From an optimization exercise on the open Yosys and OpenROAD flow, aimed at small area; shortcuts taken in it are not production practice.
Function was checked by simulation only, so behaviour that the tests miss may differ from the original.
No activity file was given, so power comes from the tool's default toggle rates.

Setup of job 2346:
==> flow/design.v (excerpt) <==
module imgproc_top
#(
	parameter int IMAGE_W = 640,
	parameter int RUN_LEN = 5
) (
	input  logic         clk,
	input  logic         reset_n,
	input  logic [23:0]  sink_data_i,
	input  logic         sink_sop_i,
	input  logic         sink_eop_i,
	input  logic         sink_valid_i,
	output logic         sink_ready_o,
	output logic [23:0]  source_data_o,
	output logic         source_sop_o,
	output logic         source_eop_o,
	output logic         source_valid_o,
	input  logic         source_ready_i,
	input  logic         apb_psel_i,
	input  logic         apb_penable_i,
	input  logic         apb_pwrite_i,
	input  logic [7:0]   apb_paddr_i,
	input  logic [31:0]  apb_pwdata_i,
	output logic [31:0]  apb_prdata_o,
	output logic         apb_pready_o,
	output logic         apb_pslverr_o
);
For scale: roughly 290 flip-flops, roughly 140 I/O pins.
Settings: LEC_CHECK=0, CAP_MARGIN=20, CORE_MARGIN=2, CORE_UTILIZATION=60, SLEW_MARGIN=20, BUFFER_PORTS_ARGS=-buffer_cell sky130_fd_sc_hd__buf_1, REMOVE_ABC_BUFFERS=1, CTS_ARGS=-sink_clustering_enable -repair_clock_nets -dont_use_dummy_load -buf_list {sky130_fd_sc_hd__clkbuf_8} -sink_clustering_size 16 -sink_clustering_max_diameter 50; clock period 5.0 ns.
standard.sh (not shown) runs the stock make flow with config.mk's settings and CLKGATE_MAP_FILE= SYNTH_SCRIPT=/design/flow/synth_recipe.tcl, a recipe that flattens the netlist after the stock synthesis.
==> flow/flow/run.sh <==
#!/bin/bash
# Own flow: the standard ORFS flow (standard.sh), with
#  - synthesis using an area-oriented ABC script (flow/abc_area.script) in
#    place of ORFS's speed script; everything else in synthesis unchanged,
#  - a few extra layout settings (flow/extra.mk) appended to config.mk.
# Each step's output goes to a log file of its own in this folder.
set -euo pipefail
cat flow/extra.mk >> config.mk
rm -rf scripts_area
cp -r "$FLOW_HOME/scripts" scripts_area
cp flow/abc_area.script scripts_area/abc_speed.script
SCRIPTS_DIR=$PWD/scripts_area bash standard.sh synth > synth_run.log 2>&1
bash standard.sh > layout_run.log 2>&1
==> flow/flow/abc_area.script <==
strash
dch -f
map -a
&get -n
&st
&dch -f
&nf -R 1000 -p
&st
&syn2
&dch -f
&nf -R 1000 -p
&st
&syn2
&dch -f
&nf -R 1000 -p
&put
topo
dnsize -c
==> flow/flow/extra.mk <==
export BUFFER_PORTS_ARGS = -buffer_cell sky130_fd_sc_hd__buf_1
export REMOVE_ABC_BUFFERS = 1
export CTS_ARGS = -sink_clustering_enable -repair_clock_nets -dont_use_dummy_load -buf_list {sky130_fd_sc_hd__clkbuf_8} -sink_clustering_size 16 -sink_clustering_max_diameter 50
For job 281, these inputs were changed with respect to job 2346:
Settings: clearing BUFFER_PORTS_ARGS, which used to be -buffer_cell sky130_fd_sc_hd__buf_1; clearing REMOVE_ABC_BUFFERS, which used to be 1; swapping 60 for 40 in CORE_UTILIZATION; clearing CTS_ARGS, which used to be -sink_clustering_enable -repair_clock_nets -dont_use_dummy_load -buf_list {sky130_fd_sc_hd__clkbuf_8} -sink_clustering_size 16 -sink_clustering_max_diameter 50.
==> flow/run.sh (new file) <==
#!/bin/bash
# synth_recipe.tcl (not shown) runs the flow's synth.tcl, then flattens the netlist and writes it again
# the make line also repeats each setting of config.mk as NAME=value (left out here)
make -C /OpenROAD-flow-scripts/flow DESIGN_CONFIG=/design/flow/config.mk WORK_HOME=/design/flow/orfs CLKGATE_MAP_FILE= SYNTH_SCRIPT=/design/flow/synth_recipe.tcl finish
removed: flow/flow/run.sh
removed: flow/flow/abc_area.script
removed: flow/flow/extra.mk
removed: flow/standard.sh
--- outcome ---
Top power consumer group: clock -> job 281, registers -> job 2346
Cmp job 281 and job 2346 / power density relative to cell area / lower: job 2346
NOTE: fraction of standard cell area that is sequential in job 281 falls short of that of job 2346
Job 281 vs job 2346: fmax down by a few percent
Job 281 vs job 2346: count of distinct cell types in the synthesized netlist up by more than half
Detailed placer's ending HPWL is lower on job 2346
Looking at most frequent standard cell in the layout excluding fill and tap cells, the nand2_1 result is from job 281; the o21ai_0 one comes from job 2346.
Here is what was changed in the inputs of job 5147 compared with job 281.
Settings: REMOVE_ABC_BUFFERS newly set to 1; BUFFER_PORTS_ARGS newly set to -buffer_cell sky130_fd_sc_hd__buf_1; CTS_ARGS newly set to -sink_clustering_enable -repair_clock_nets -dont_use_dummy_load -buf_list {sky130_fd_sc_hd__clkbuf_8 sky130_fd_sc_hd__clkbuf_16} -sink_clustering_size 30 -sink_clustering_max_diameter 80.
==> flow/flow/run.sh (new file) <==
#!/bin/bash
# Own flow: the standard ORFS flow (standard.sh) with a few extra settings
# appended to the standard flow's config.mk. Each tool's output goes to its own log.
set -e
cp standard.sh standard_sh_copy.log
cp config.mk config_orig_mk.log
cat flow/extra.mk >> config.mk
bash standard.sh > standard_run.log 2>&1
==> flow/flow/extra.mk (new file) <==
export BUFFER_PORTS_ARGS = -buffer_cell sky130_fd_sc_hd__buf_1
export REMOVE_ABC_BUFFERS = 1
export CTS_ARGS = -sink_clustering_enable -repair_clock_nets -dont_use_dummy_load -buf_list {sky130_fd_sc_hd__clkbuf_8 sky130_fd_sc_hd__clkbuf_16} -sink_clustering_size 30 -sink_clustering_max_diameter 80
==> flow/standard.sh (new file) <==
#!/bin/bash
# synth_recipe.tcl (not shown) runs the flow's synth.tcl, then flattens the netlist and writes it again
# the make line also repeats each setting of config.mk as NAME=value (left out here)
make -C /OpenROAD-flow-scripts/flow DESIGN_CONFIG=/design/flow/config.mk WORK_HOME=/design/flow/orfs CLKGATE_MAP_FILE= SYNTH_SCRIPT=/design/flow/synth_recipe.tcl "${@:-finish}"
removed: flow/run.sh
[summary]
Job 281 vs job 5147, main power-consuming group: clock vs registers
Higher sum of met3 wire segment lengths after detailed routing was reported by job 281, not job 5147.
From job 281 to job 5147 the numbers moved as follows: average vias per placed instance saw an increase; violation count after the first detailed-routing iteration saw a decrease; wire length of the first global-routing pass saw an increase.
--- input diff job 5147..job 1792 ---
Settings: CORE_UTILIZATION changed from 40 to 70; SLEW_MARGIN changed from 20 to 5; GPL_TIMING_DRIVEN newly set to 0; CAP_MARGIN changed from 20 to 5; CTS_ARGS changed from -sink_clustering_enable -repair_clock_nets -dont_use_dummy_load -buf_list {sky130_fd_sc_hd__clkbuf_8 sky130_fd_sc_hd__clkbuf_16} -sink_clustering_size 30 -sink_clustering_max_diameter 80 to -sink_clustering_enable -repair_clock_nets -dont_use_dummy_load -buf_list {sky130_fd_sc_hd__clkbuf_8} -sink_clustering_size 16 -sink_clustering_max_diameter 50.
==> flow/flow/run.sh <==
#!/bin/bash
# Own flow: the standard ORFS flow (standard.sh), with
#  - synthesis using an area-oriented ABC script (flow/abc_area.script) in
#    place of ORFS's speed script; everything else in synthesis unchanged,
#  - a few extra layout settings (flow/extra.mk) appended to config.mk.
# Each step's output goes to a log file of its own in this folder.
set -euo pipefail
cat flow/extra.mk >> config.mk
rm -rf scripts_area
cp -r "$FLOW_HOME/scripts" scripts_area
cp flow/abc_area.script scripts_area/abc_speed.script
SCRIPTS_DIR=$PWD/scripts_area bash standard.sh synth > synth_run.log 2>&1
bash standard.sh > layout_run.log 2>&1
==> flow/flow/abc_area.script (new file) <==
strash
balance
rewrite
refactor
balance
rewrite
rewrite -z
balance
refactor -z
rewrite -z
balance
balance
rewrite
refactor
balance
rewrite
rewrite -z
balance
refactor -z
rewrite -z
balance
dch -f
amap
&get -n
&st
&dch -f
&nf -R 1000 -p
&st
&syn2
&dch -f
&nf -R 1000 -p
&put
topo
dnsize -c
==> flow/flow/extra.mk <==
export BUFFER_PORTS_ARGS = -buffer_cell sky130_fd_sc_hd__buf_1
export REMOVE_ABC_BUFFERS = 1
export CTS_ARGS = -sink_clustering_enable -repair_clock_nets -dont_use_dummy_load -buf_list {sky130_fd_sc_hd__clkbuf_8} -sink_clustering_size 16 -sink_clustering_max_diameter 50
[summary]
- Proportion of cell area occupied by multi-input gates came out lower on job 1792 than on job 5147.
- Final cell area: job 1792 below job 5147
- Maximum frequency ended up 3.0% lower on job 1792 than on job 5147.
- Job 1792 ended up with i_box_tracker.run_min[7]$_DFFE_PP_ as its worst setup path endpoint; job 5147 ended up with i_colour_classifier.raw[1]$_SDFFCE_PP0P_.
- Relative to job 5147, number of vias per cell has gone up in job 1792.
- Delta (job 1792 minus job 5147): number of non-clock buffers fell 11%, setup slack of the most critical reg-to-reg path went down, wire length lower.
- Job 1792 reports its cell type taking the most area as registers while job 5147 reports multi-input combinational cells.
#### Input delta (job 5142 over job 1792)
Settings: swapping 5 for 20 in CAP_MARGIN; swapping -sink_clustering_enable -repair_clock_nets -dont_use_dummy_load -buf_list {sky130_fd_sc_hd__clkbuf_8} -sink_clustering_size 16 -sink_clustering_max_diameter 50 for -sink_clustering_enable -repair_clock_nets -dont_use_dummy_load -buf_list {sky130_fd_sc_hd__clkbuf_8 sky130_fd_sc_hd__clkbuf_16} -sink_clustering_size 20 -sink_clustering_max_diameter 60 in CTS_ARGS; swapping 5 for 20 in SLEW_MARGIN; clearing GPL_TIMING_DRIVEN, which used to be 0; swapping 70 for 40 in CORE_UTILIZATION.
==> flow/flow/abc_area.script <==
strash
dch -f
map -a
&get -n
&st
&dch -f
&nf -R 1000 -p
&st
&syn2
&dch -f
&nf -R 1000 -p
&st
&syn2
&dch -f
&nf -R 1000 -p
&put
topo
dnsize -c
==> flow/flow/extra.mk <==
export BUFFER_PORTS_ARGS = -buffer_cell sky130_fd_sc_hd__buf_1
export REMOVE_ABC_BUFFERS = 1
export CTS_ARGS = -sink_clustering_enable -repair_clock_nets -dont_use_dummy_load -buf_list {sky130_fd_sc_hd__clkbuf_8 sky130_fd_sc_hd__clkbuf_16} -sink_clustering_size 20 -sink_clustering_max_diameter 60
Results
Going from job 1792 to job 5142, combinational share of power decreased by 1.0 points relative to the old numbers; maximum clock rate increased by 8.7% relative to the old numbers; depth of the worst register-to-register path decreased by 3 relative to the old numbers; minimum period implied by the final worst setup slack decreased by 0.39 ns relative to the old numbers. Job 5142 vs job 1792, pre-CTS setup slack went up by 1.31 ns. Across both runs, total power was higher for job 5142 than for job 1792. Job 5142 and job 1792 all finish clean.

-- port drivers added, routing unchanged --
The flow's constraints put no driver on any port. The routed layouts listed below were extracted and timed again, unchanged, in two steps. Step 1 assumes that a clkbuf_16 drives the clock port and a buf_2 every other input. Step 2, shift: input delay + t, output delay - t, t = (earliest + latest rising clock arrival at the registers) / 2. This alone moves slack from input paths to output paths. Slacks: ideal / step 1 / step 2; pairs: ideal / step 1.
run | shift t [ns] | setup WS [ns] | worst setup path after step 2 | clock arrival spread, ns | worst register clock-pin slew, ns
job 2346 | 0.631 | 0.425 / 0.445 / -0.185 | input to register | 0.067 / 0.067 | 0.10 / 0.10
job 281 | 0.567 | 0.163 / 0.155 / -0.377 | input to register | 0.021 / 0.021 | 0.06 / 0.06
job 5147 | 0.567 | 0.262 / 0.300 / -0.267 | input to register | 0.052 / 0.053 | 0.12 / 0.12
job 1792 | 0.637 | 0.113 / 0.113 / -0.259 | input to register | 0.061 / 0.062 | 0.10 / 0.10
job 5142 | 0.593 | 0.503 / 0.536 / -0.058 | input to register | 0.055 / 0.055 | 0.08 / 0.08
Met with ideal ports but missed after step 2: setup timing in every run listed. The setup slack of job 2346, which loses most, moves by +0.020 ns with the drivers and by -0.610 ns with both steps.
